Context: an optimization exercise on an open-source flow, tuned for small area, a short achievable clock period and few clock cycles per item. The choices shown serve that exercise and are no tape-out recipe.
In this exercise RTL edits were held to simulation tests only and were not proved equivalent to the original.
Power and IR drop assume default switching activity.

Design iso8601_utc_timestamp_parser_unit, start of the top module:
module iso8601_utc_timestamp_parser_unit (
   input  wire logic        clock,
   input  wire logic        reset,
   input  wire logic        req_tvalid,
   output      logic        req_tready,
   input  wire logic [7:0]  req_tdata,    
   input  wire logic        req_tlast,    
   output      logic        rsp_tvalid,
   input  wire logic        rsp_tready,
   output      logic [39:0] rsp_tdata,    
   output      logic        rsp_tuser     
);
clock: 7.0 ns
lec_check: 0
cap_margin: 20
core_margin: 2
core_utilization: 30
cts_buf_list: sky130_fd_sc_hd__clkbuf_8
setup_slack_margin: 3.0
slew_margin: 20
tns_end_percent: 5
standard.sh (not shown) runs the stock make flow with config.mk's settings and CLKGATE_MAP_FILE= SYNTH_SCRIPT=/design/flow/synth_recipe.tcl, a recipe that flattens the netlist after the stock synthesis.
==> flow/flow/run.sh <==
#!/bin/bash
# The standard layout, with the port buffers made from the smallest buffer cell.
set -euo pipefail
export BUFFER_PORTS_ARGS="-buffer_cell sky130_fd_sc_hd__buf_1"
bash standard.sh > standard.log 2>&1
The starting point completed without violations.
Testbench counts at the start, summed over its fixed seeds: cycles 32,016, items 1,600.
==> next run, changes <==
SETUP_SLACK_MARGIN = 3.5   (was 3.0)
What happened:
- The new run passed the timing, DRC and antenna checks
- sequential power increases by about 0.5%
- count of clock-buffer cells in the layout does not change
- non-clock buffer count increases by 22

Another version of the RTL of iso8601_utc_timestamp_parser_unit (not shown whole).
Size: roughly 56 I/O pins, about 7700 um2 of cells after synthesis.
clock: 7.0 ns
lec_check: 0
cap_margin: 20
core_margin: 2
core_utilization: 30
cts_buf_list: sky130_fd_sc_hd__clkbuf_8
setup_slack_margin: 3.5
slew_margin: 20
tns_end_percent: 5
==> flow/flow/run.sh <==
#!/bin/bash
# The standard layout, with the port buffers made from the smallest buffer cell and timing
# repair that sizes gates and buffers nets but does not clone gates.
set -euo pipefail
export BUFFER_PORTS_ARGS="-buffer_cell sky130_fd_sc_hd__buf_1"
export SKIP_GATE_CLONING=1
bash standard.sh > standard.log 2>&1
The first run completed without violations.
Testbench counts at the start, summed over its fixed seeds: cycles 32,016, items 1,600.
Edit:
--- a/flow/config.mk
+++ b/flow/config.mk
@@ -10,5 +10,5 @@
 export CORE_UTILIZATION = 30
 export CTS_BUF_LIST = sky130_fd_sc_hd__clkbuf_8
-export SETUP_SLACK_MARGIN = 3.5
+export SETUP_SLACK_MARGIN = 3.0
 export SLEW_MARGIN = 20
 export TNS_END_PERCENT = 5
What happened: Worst setup slack degrades by 0.32 ns; final area decreases slightly; total power increases slightly; critical path depth decreases by 1; core utilization decreases by 0.20 points; sequential share of layout area increases by 0.16 points; non-clock buffer count decreases by 2; die area does not change; wire length decreases slightly.
Edit:
--- a/flow/config.mk
+++ b/flow/config.mk
@@ -10,5 +10,5 @@
 export CORE_UTILIZATION = 30
 export CTS_BUF_LIST = sky130_fd_sc_hd__clkbuf_8
-export SETUP_SLACK_MARGIN = 3.0
+export SETUP_SLACK_MARGIN = 3.75
 export SLEW_MARGIN = 20
 export TNS_END_PERCENT = 5
Effect: Power shrinks by 4.2%. Final cell count climbs by 1.8%. Wire length went up by 1.8%.
Edit:
--- a/flow/config.mk
+++ b/flow/config.mk
@@ -8,7 +8,7 @@
 export CAP_MARGIN = 20
 export CORE_MARGIN = 2
-export CORE_UTILIZATION = 30
+export CORE_UTILIZATION = 40
 export CTS_BUF_LIST = sky130_fd_sc_hd__clkbuf_8
-export SETUP_SLACK_MARGIN = 3.75
+export SETUP_SLACK_MARGIN = 3.5
 export SLEW_MARGIN = 20
 export TNS_END_PERCENT = 5
Outcome:
- global-route usage rose by 5.2 points
- power is higher by 6.3%
- cell count is lower by 7.0%
- synthesized cell count is unchanged
Edit:
--- a/flow/config.mk
+++ b/flow/config.mk
@@ -8,7 +8,7 @@
 export CAP_MARGIN = 20
 export CORE_MARGIN = 2
-export CORE_UTILIZATION = 40
+export CORE_UTILIZATION = 30
 export CTS_BUF_LIST = sky130_fd_sc_hd__clkbuf_8
-export SETUP_SLACK_MARGIN = 3.5
+export SETUP_SLACK_MARGIN = 4.0
 export SLEW_MARGIN = 20
 export TNS_END_PERCENT = 5
Result:
- synthesized area is unchanged
- setup slack gains 0.16 ns
- worst hold slack barely changes
- die area is higher by 32%
- maximum frequency is higher by 4.9%
- total power is lower by 2.0%
- global-route usage is lower by 4.2 points

iso8601_utc_timestamp_parser_unit, a different RTL version from the one above (not shown whole).
Size in the first run: about 97 flip-flops, about 7600 um^2 of cells after synthesis.
clock: 7.0 ns
lec_check: 0
cap_margin: 20
core_margin: 2
core_utilization: 30
cts_buf_list: sky130_fd_sc_hd__clkbuf_8
setup_slack_margin: 3.5
slew_margin: 20
run.sh (not shown) runs the stock make flow with config.mk's settings and CLKGATE_MAP_FILE= SYNTH_SCRIPT=/design/flow/synth_recipe.tcl, a recipe that flattens the netlist after the stock synthesis.
Stock flow here: none of the scripts above is used.
Testbench counts at the start, summed over its fixed seeds: cycles 32,016, items 1,600.
Next try:
==> flow/flow/run.sh (new file) <==
#!/bin/bash
# The standard layout, with the port buffers made from the smallest buffer cell.
set -euo pipefail
export BUFFER_PORTS_ARGS="-buffer_cell sky130_fd_sc_hd__buf_1"
bash standard.sh > standard.log 2>&1
==> flow/standard.sh (new file) <==
#!/bin/bash
# synth_recipe.tcl (not shown) runs the flow's synth.tcl, then flattens the netlist and writes it again
# the make line also repeats each setting of config.mk as NAME=value (left out here)
make -C /OpenROAD-flow-scripts/flow DESIGN_CONFIG=/design/flow/config.mk WORK_HOME=/design/flow/orfs CLKGATE_MAP_FILE= SYNTH_SCRIPT=/design/flow/synth_recipe.tcl "${@:-finish}"
Settings changed: CTS_BUF_LIST sky130_fd_sc_hd__clkbuf_8 to unset.
removed: flow/run.sh
First-iteration DRC count shrinks by roughly a tenth. Worst setup slack got worse by 0.013 ns. Power came out lower slightly. Clock power grows by a quarter to a third. Global-route usage fell by 0.43 points.

run 1:
iso8601_utc_timestamp_parser_unit, a different RTL version from the one above (not shown whole).
Size in the first run: roughly 7600 um^2 of cells after synthesis.
export LEC_CHECK = 0
export CAP_MARGIN = 20
export CORE_MARGIN = 2
export CORE_UTILIZATION = 30
export CTS_BUF_LIST = sky130_fd_sc_hd__clkbuf_8
export SETUP_SLACK_MARGIN = 4.5
export SLEW_MARGIN = 20
export TNS_END_PERCENT = 5
create_clock -name core_clock -period 7.0 [get_ports {clock}]
standard.sh (not shown) runs the stock make flow with config.mk's settings and CLKGATE_MAP_FILE= SYNTH_SCRIPT=/design/flow/synth_recipe.tcl, a recipe that flattens the netlist after the stock synthesis.
==> flow/flow/run.sh <==
#!/bin/bash
# The standard layout, with the port buffers made from the smallest buffer cell.
set -euo pipefail
export BUFFER_PORTS_ARGS="-buffer_cell sky130_fd_sc_hd__buf_1"
bash standard.sh > standard.log 2>&1
Per the final summary, run 1 finished and its layout is clean on timing, DRC and antenna.
Testbench counts of run 1, summed over its fixed seeds: cycles 32,016, items 1,600.
Edits applied to the flow inputs when going from run 1 to run 2:
-- flow/config.mk --
<<< run 1, line 11
export CTS_BUF_LIST = sky130_fd_sc_hd__clkbuf_8
export SETUP_SLACK_MARGIN = 4.5
export SLEW_MARGIN = 20
export TNS_END_PERCENT = 5
>>> run 2, line 11
export CTS_BUF_LIST = sky130_fd_sc_hd__clkbuf_8
export SETUP_SLACK_MARGIN = 3.5
export SLEW_MARGIN = 20
Results
The flow did not stop early for run 2: all stages ran, and the layout cleared the timing, DRC and antenna checks.
Side by side, part of the total power dissipated in the clock network turned out higher in run 2 than in run 1.
The final clock period utilization by the worst path of run 2 is lower than that of run 1.
Run 1 → run 2: worst setup slack went up by 100 ps; global-route usage climbed 0.15 points; utilization +1.4 points.
The worst hold slack in run 2 sits 15 ps below the value recorded for run 1.
--- input diff run 2..run 3 ---
-- flow/config.mk --
<<< run 2, line 13
export SLEW_MARGIN = 20
>>> run 3, line 13
export SLEW_MARGIN = 20
export TNS_END_PERCENT = 5
Findings:
Between run 2 and run 3, worst setup slack after placement decreased.
Run 3 reached the end of the flow, and the finished layout is clean on the timing, DRC and antenna checks.
As far as overall routing resource usage is concerned, run 2 and run 3 perform about the same.
Between run 3 and run 2, the placed wire-length estimate after detailed placement figures differ only marginally.

branch nickel:
iso8601_utc_timestamp_parser_unit, a different RTL version from the one above (not shown whole).
For scale: ~1,100 cells after synthesis, about 67 flip-flops, roughly 56 I/O pins, about 8000 µm² of cells after synthesis.
==> flow/config.mk <==
export PLATFORM = sky130hd
export DESIGN_NAME = iso8601_utc_timestamp_parser_unit
export DESIGN_NICKNAME = iso8601_utc_timestamp_parser_unit
export VERILOG_FILES = /design/flow/design.v
export SDC_FILE = /design/flow/constraint.sdc
export NUM_CORES = 4
export LEC_CHECK = 0
export CAP_MARGIN = 20
export CORE_MARGIN = 2
export CORE_UTILIZATION = 40
export SETUP_SLACK_MARGIN = 3.5
export SLEW_MARGIN = 20
==> flow/constraint.sdc <==
create_clock -name core_clock -period 7.0 [get_ports {clock}]
set_input_delay 1.4000 -clock core_clock [delete_from_list [all_inputs] [get_ports {clock}]]
set_output_delay 1.4000 -clock core_clock [all_outputs]
set_load 0.01 [all_outputs]
run.sh (not shown) runs the stock make flow with config.mk's settings and CLKGATE_MAP_FILE= SYNTH_SCRIPT=/design/flow/synth_recipe.tcl, a recipe that flattens the netlist after the stock synthesis.
Stock flow here: none of the scripts above is used.
branch nickel closes out successfully: all stages finished, all timing, DRC and antenna checks passed.
Testbench counts of branch nickel, summed over its fixed seeds: cycles 32,016, items 1,600.
## Diff of input files: branch amber against branch nickel
--- a/flow/config.mk
+++ b/flow/config.mk
@@ -9,4 +9,3 @@
 export CORE_MARGIN = 2
 export CORE_UTILIZATION = 40
-export SETUP_SLACK_MARGIN = 3.5
 export SLEW_MARGIN = 20
==> comparison <==
Re overall global routing resource usage: branch nickel was higher than branch amber.
Flip-flop and latch area was higher in branch nickel than in branch amber.
Summary of branch amber over branch nickel: final critical-path setup slack lower, combinational share of power lower, largest stage delay on the critical path lower, count of placed standard cells in the final layout, fillers left out lower, number of placed instances, taps included roughly the same.
Between branch amber and branch nickel, it is branch amber whose global-route wire length before repair is lower, by 6.8%.
On portion of total power attributed to the clock network: branch amber sits below branch nickel.
Of branch nickel and branch amber, the higher power consumption belongs to branch nickel.

## run a
Another version of the RTL of iso8601_utc_timestamp_parser_unit (not shown whole).
For scale: about 980 cells after synthesis, roughly 100 flip-flops, about 8000 sq um of cells after synthesis.
Design iso8601_utc_timestamp_parser_unit, start of the top module:
module iso8601_utc_timestamp_parser_unit (
   input  wire logic        clock,
   input  wire logic        reset,
   input  wire logic        req_tvalid,
   output      logic        req_tready,
   input  wire logic [7:0]  req_tdata,    
   input  wire logic        req_tlast,    
   output      logic        rsp_tvalid,
   input  wire logic        rsp_tready,
   output      logic [39:0] rsp_tdata,    
   output      logic        rsp_tuser     
);
   localparam int unsigned W = 39;
   logic       in_v, in_last;
   logic       in_p0;            
   logic       in_zend;          
   logic       in_lbad;          
   logic [3:0] in_lo;
   logic [1:0] in_hi;
   logic       st_ka, st_k, st_x24, st_x60;
   logic       st_a;             
   logic [4:0] pos;              
   logic [2:0] prv;              
   logic [itsp_pkg::K_W-1:0] kreg;    
   logic       aodd;             
   logic [1:0] hm4;              
   logic       codd, cz;         
   logic       lp;               
   logic [1:0] mcls;             
   logic       err;              
   logic       rv, rok;          
   logic [W-1:0] acc;
   logic consume, is_final, take, go;
   logic [4:0] pos_nx;
   logic isdig, isdash, iscolon, isT, isZ, bad, day_ok, ok;
   logic [3:0] dg;
   assign dg      = in_lo;
   assign isdig   = (in_hi == 2'd1) && (in_lo <= 4'd9);
   assign iscolon = (in_hi == 2'd1) && (in_lo == 4'hA);
   assign isdash  = (in_hi == 2'd2) && (in_lo == 4'hD);
   assign isT     = (in_hi == 2'd3) && (in_lo == 4'h4);
   assign isZ     = (in_hi == 2'd3) && (in_lo == 4'hA);
   assign consume    = in_v && (in_p0 || !rv);
   assign go         = in_v && !rv;    
   assign is_final   = go && in_last;
  ...
==> flow/config.mk <==
export PLATFORM = sky130hd
export DESIGN_NAME = iso8601_utc_timestamp_parser_unit
export DESIGN_NICKNAME = iso8601_utc_timestamp_parser_unit
export VERILOG_FILES = /design/flow/design.v
export SDC_FILE = /design/flow/constraint.sdc
export NUM_CORES = 4
export LEC_CHECK = 0
export CAP_MARGIN = 20
export CORE_MARGIN = 2
export CORE_UTILIZATION = 30
export CTS_BUF_LIST = sky130_fd_sc_hd__clkbuf_8
export SETUP_SLACK_MARGIN = 3.5
export SLEW_MARGIN = 20
export TNS_END_PERCENT = 5
==> flow/constraint.sdc <==
create_clock -name core_clock -period 7.0 [get_ports {clock}]
set_input_delay 1.4000 -clock core_clock [delete_from_list [all_inputs] [get_ports {clock}]]
set_output_delay 1.4000 -clock core_clock [all_outputs]
set_load 0.01 [all_outputs]
standard.sh (not shown) runs the stock make flow with config.mk's settings and CLKGATE_MAP_FILE= SYNTH_SCRIPT=/design/flow/synth_recipe.tcl, a recipe that flattens the netlist after the stock synthesis.
==> flow/flow/run.sh <==
#!/bin/bash
# The standard layout, with the port buffers made from the smallest buffer cell and timing
# repair that sizes gates and buffers nets but does not clone gates.
set -euo pipefail
export BUFFER_PORTS_ARGS="-buffer_cell sky130_fd_sc_hd__buf_1"
export SKIP_GATE_CLONING=1
bash standard.sh > standard.log 2>&1
Testbench counts of run a, summed over its fixed seeds: cycles 32,016, items 1,600.
> inputs changed (run a -> run b)
==> flow/flow/run.sh <==
#!/bin/bash
# The standard layout, with the port buffers made from the smallest buffer cell.
set -euo pipefail
export BUFFER_PORTS_ARGS="-buffer_cell sky130_fd_sc_hd__buf_1"
bash standard.sh > standard.log 2>&1
==> run notes <==
- Run b against run a: count of placed standard cells in the final layout, fillers left out held steady, worst setup slack now sits lower.
- The relative slew slack in run b was lower than what run a gave.
- Status: signal arrival time at the worst endpoint parity (run b, run a)
- Run b against run a: power -about 0.9%, met1 wire length +about 0.7%, final wirelength ~0 delta.
- Run b reached the end of the flow, and the finished layout is clean on the timing, DRC and antenna checks.
- Run a -> run b: area taken by flip-flops and latches flat

Another version of the RTL of iso8601_utc_timestamp_parser_unit (not shown whole).
For scale: ~56 I/O pins, about 7800 sq um of cells after synthesis.
Settings: LEC_CHECK=0, CAP_MARGIN=20, CORE_MARGIN=2, CORE_UTILIZATION=30, CTS_BUF_LIST=sky130_fd_sc_hd__clkbuf_8, SETUP_SLACK_MARGIN=3.5, SLEW_MARGIN=20, TNS_END_PERCENT=5; clock period 7.0 ns.
==> flow/flow/run.sh <==
#!/bin/bash
# The standard layout, with the port buffers made from the smallest buffer cell and timing
# repair that sizes gates and buffers nets but does not clone gates.
set -euo pipefail
export BUFFER_PORTS_ARGS="-buffer_cell sky130_fd_sc_hd__buf_1"
export SKIP_GATE_CLONING=1
bash standard.sh > standard.log 2>&1
Testbench counts at the start, summed over its fixed seeds: cycles 32,016, items 1,600.
Edit:
==> flow/flow/run.sh (replaced) <==
#!/bin/bash
# The standard layout, with the port buffers made from the smallest buffer cell.
set -euo pipefail
export BUFFER_PORTS_ARGS="-buffer_cell sky130_fd_sc_hd__buf_1"
bash standard.sh > standard.log 2>&1
After rerunning:
- worst setup slack got worse by 0.019 ns
- sequential power is about the same
- power is higher by 0.71%
- global-route usage rose by 0.10 points
- final cell count goes up by 0.30%
- clock skew barely changes

## the previous run
Another version of the RTL of iso8601_utc_timestamp_parser_unit (not shown whole).
Size: roughly 76 flip-flops, ~56 I/O pins.
==> flow/config.mk <==
export PLATFORM = sky130hd
export DESIGN_NAME = iso8601_utc_timestamp_parser_unit
export DESIGN_NICKNAME = iso8601_utc_timestamp_parser_unit
export VERILOG_FILES = /design/flow/design.v
export SDC_FILE = /design/flow/constraint.sdc
export NUM_CORES = 4
export LEC_CHECK = 0
export CAP_MARGIN = 20
export CORE_MARGIN = 2
export CORE_UTILIZATION = 40
export SETUP_SLACK_MARGIN = 4.5
export SLEW_MARGIN = 20
==> flow/constraint.sdc <==
create_clock -name core_clock -period 7.0 [get_ports {clock}]
set_input_delay 1.4000 -clock core_clock [delete_from_list [all_inputs] [get_ports {clock}]]
set_output_delay 1.4000 -clock core_clock [all_outputs]
set_load 0.01 [all_outputs]
run.sh (not shown) runs the stock make flow with config.mk's settings and CLKGATE_MAP_FILE= SYNTH_SCRIPT=/design/flow/synth_recipe.tcl, a recipe that flattens the netlist after the stock synthesis.
Stock flow here: none of the scripts above is used.
Testbench counts of the previous run, summed over its fixed seeds: cycles 32,016, items 1,600.
[inputs] the current run vs the previous run
- changing SETUP_SLACK_MARGIN from 4.5 to 3.5
==> run notes <==
Between the current run and the previous run, the count of plain and timing-repair buffers in the layout is higher for the current run. Compared to the previous run, the current run has time the final worst path needs with I/O delays and setup 32 ps lower. Diff the current run and the previous run: portion of the layout cell area used by clock cells lower in the previous run. Via count delta (the current run − the previous run): unfavourable. Against the previous run, the final cell area of the current run is lower. In the current run, slew at the pin closest to its max-slew limit is lower than in the previous run. Total power density per cell area: lower on the previous run. After detailed routing, the previous run needs less wire than the current run. [diff] worst path setup slack after routing, the current run relative to the previous run: improvement. Going from the previous run to the current run, share of cell area taken by multi-input logic gates shrinks by 1.9 points.

[separate check: timing with driven ports]
The flow's constraints put no driver on any port. The routed layouts listed below were extracted and timed again, unchanged, in two steps. Step 1 assumes that a clkbuf_16 drives the clock port and a buf_2 every other input. Step 2 adds t to the input delays and takes it off the output delays; t is the mean of the earliest and latest rising clock arrival at the registers after step 1. Input paths then give back, and output paths get back, about the clock's delay inside the block. Three values: ideal, step 1, step 2; two values: the first two.
| run | t, ns | setup slack, ns | worst setup path after step 2 | slew at the worst register clock pin (ns) | cell pins on the clock port's net |
|---|---|---|---|---|---|
| the first run of note 1 | 0.424 | 3.233 / 3.233 / 3.233 | register to register | 0.10 / 0.10 | 1 |
| the second run of note 1 | 0.426 | 3.313 / 3.313 / 3.313 | register to register | 0.10 / 0.10 | 1 |
| the first run of note 2 | 0.416 | 3.620 / 3.620 / 3.620 | register to register | 0.11 / 0.11 | 1 |
| the second run of note 2 | 0.427 | 3.296 / 3.296 / 3.296 | register to register | 0.12 / 0.12 | 1 |
| the third run of note 2 | 0.412 | 3.696 / 3.696 / 3.696 | register to register | 0.11 / 0.11 | 1 |
| the fourth run of note 2 | 0.418 | 3.581 / 3.581 / 3.581 | register to register | 0.11 / 0.11 | 1 |
| the fifth run of note 2 | 0.410 | 3.741 / 3.741 / 3.741 | register to register | 0.11 / 0.11 | 1 |
| the first run of note 3 | 0.434 | 3.096 / 3.096 / 3.096 | register to register | 0.11 / 0.11 | 1 |
| the second run of note 3 | 0.398 | 3.083 / 3.083 / 3.083 | register to register | 0.08 / 0.08 | 1 |
| run 1 | 0.411 | 2.992 / 2.992 / 2.992 | register to register | 0.11 / 0.11 | 1 |
| run 2 | 0.408 | 3.093 / 3.093 / 3.093 | register to register | 0.11 / 0.11 | 1 |
| run 3 | 0.408 | 3.075 / 3.076 / 3.076 | register to register | 0.10 / 0.10 | 1 |
| branch nickel | 0.402 | 2.179 / 2.179 / 2.179 | register to register | 0.07 / 0.07 | 1 |
| branch amber | 0.400 | 1.099 / 1.099 / 1.099 | register to register | 0.06 / 0.06 | 1 |
| run a | 0.427 | 3.555 / 3.555 / 3.555 | register to register | 0.11 / 0.11 | 1 |
| run b | 0.430 | 3.550 / 3.550 / 3.550 | register to register | 0.11 / 0.11 | 1 |
| the first run of note 7 | 0.435 | 3.342 / 3.342 / 3.342 | register to register | 0.10 / 0.10 | 1 |
| the second run of note 7 | 0.437 | 3.323 / 3.323 / 3.323 | register to register | 0.10 / 0.10 | 1 |
| the previous run | 0.397 | 2.642 / 2.642 / 2.642 | register to register | 0.06 / 0.06 | 1 |
| the current run | 0.394 | 2.675 / 2.675 / 2.675 | register to register | 0.07 / 0.07 | 1 |
After both steps every run listed still meets setup and hold.
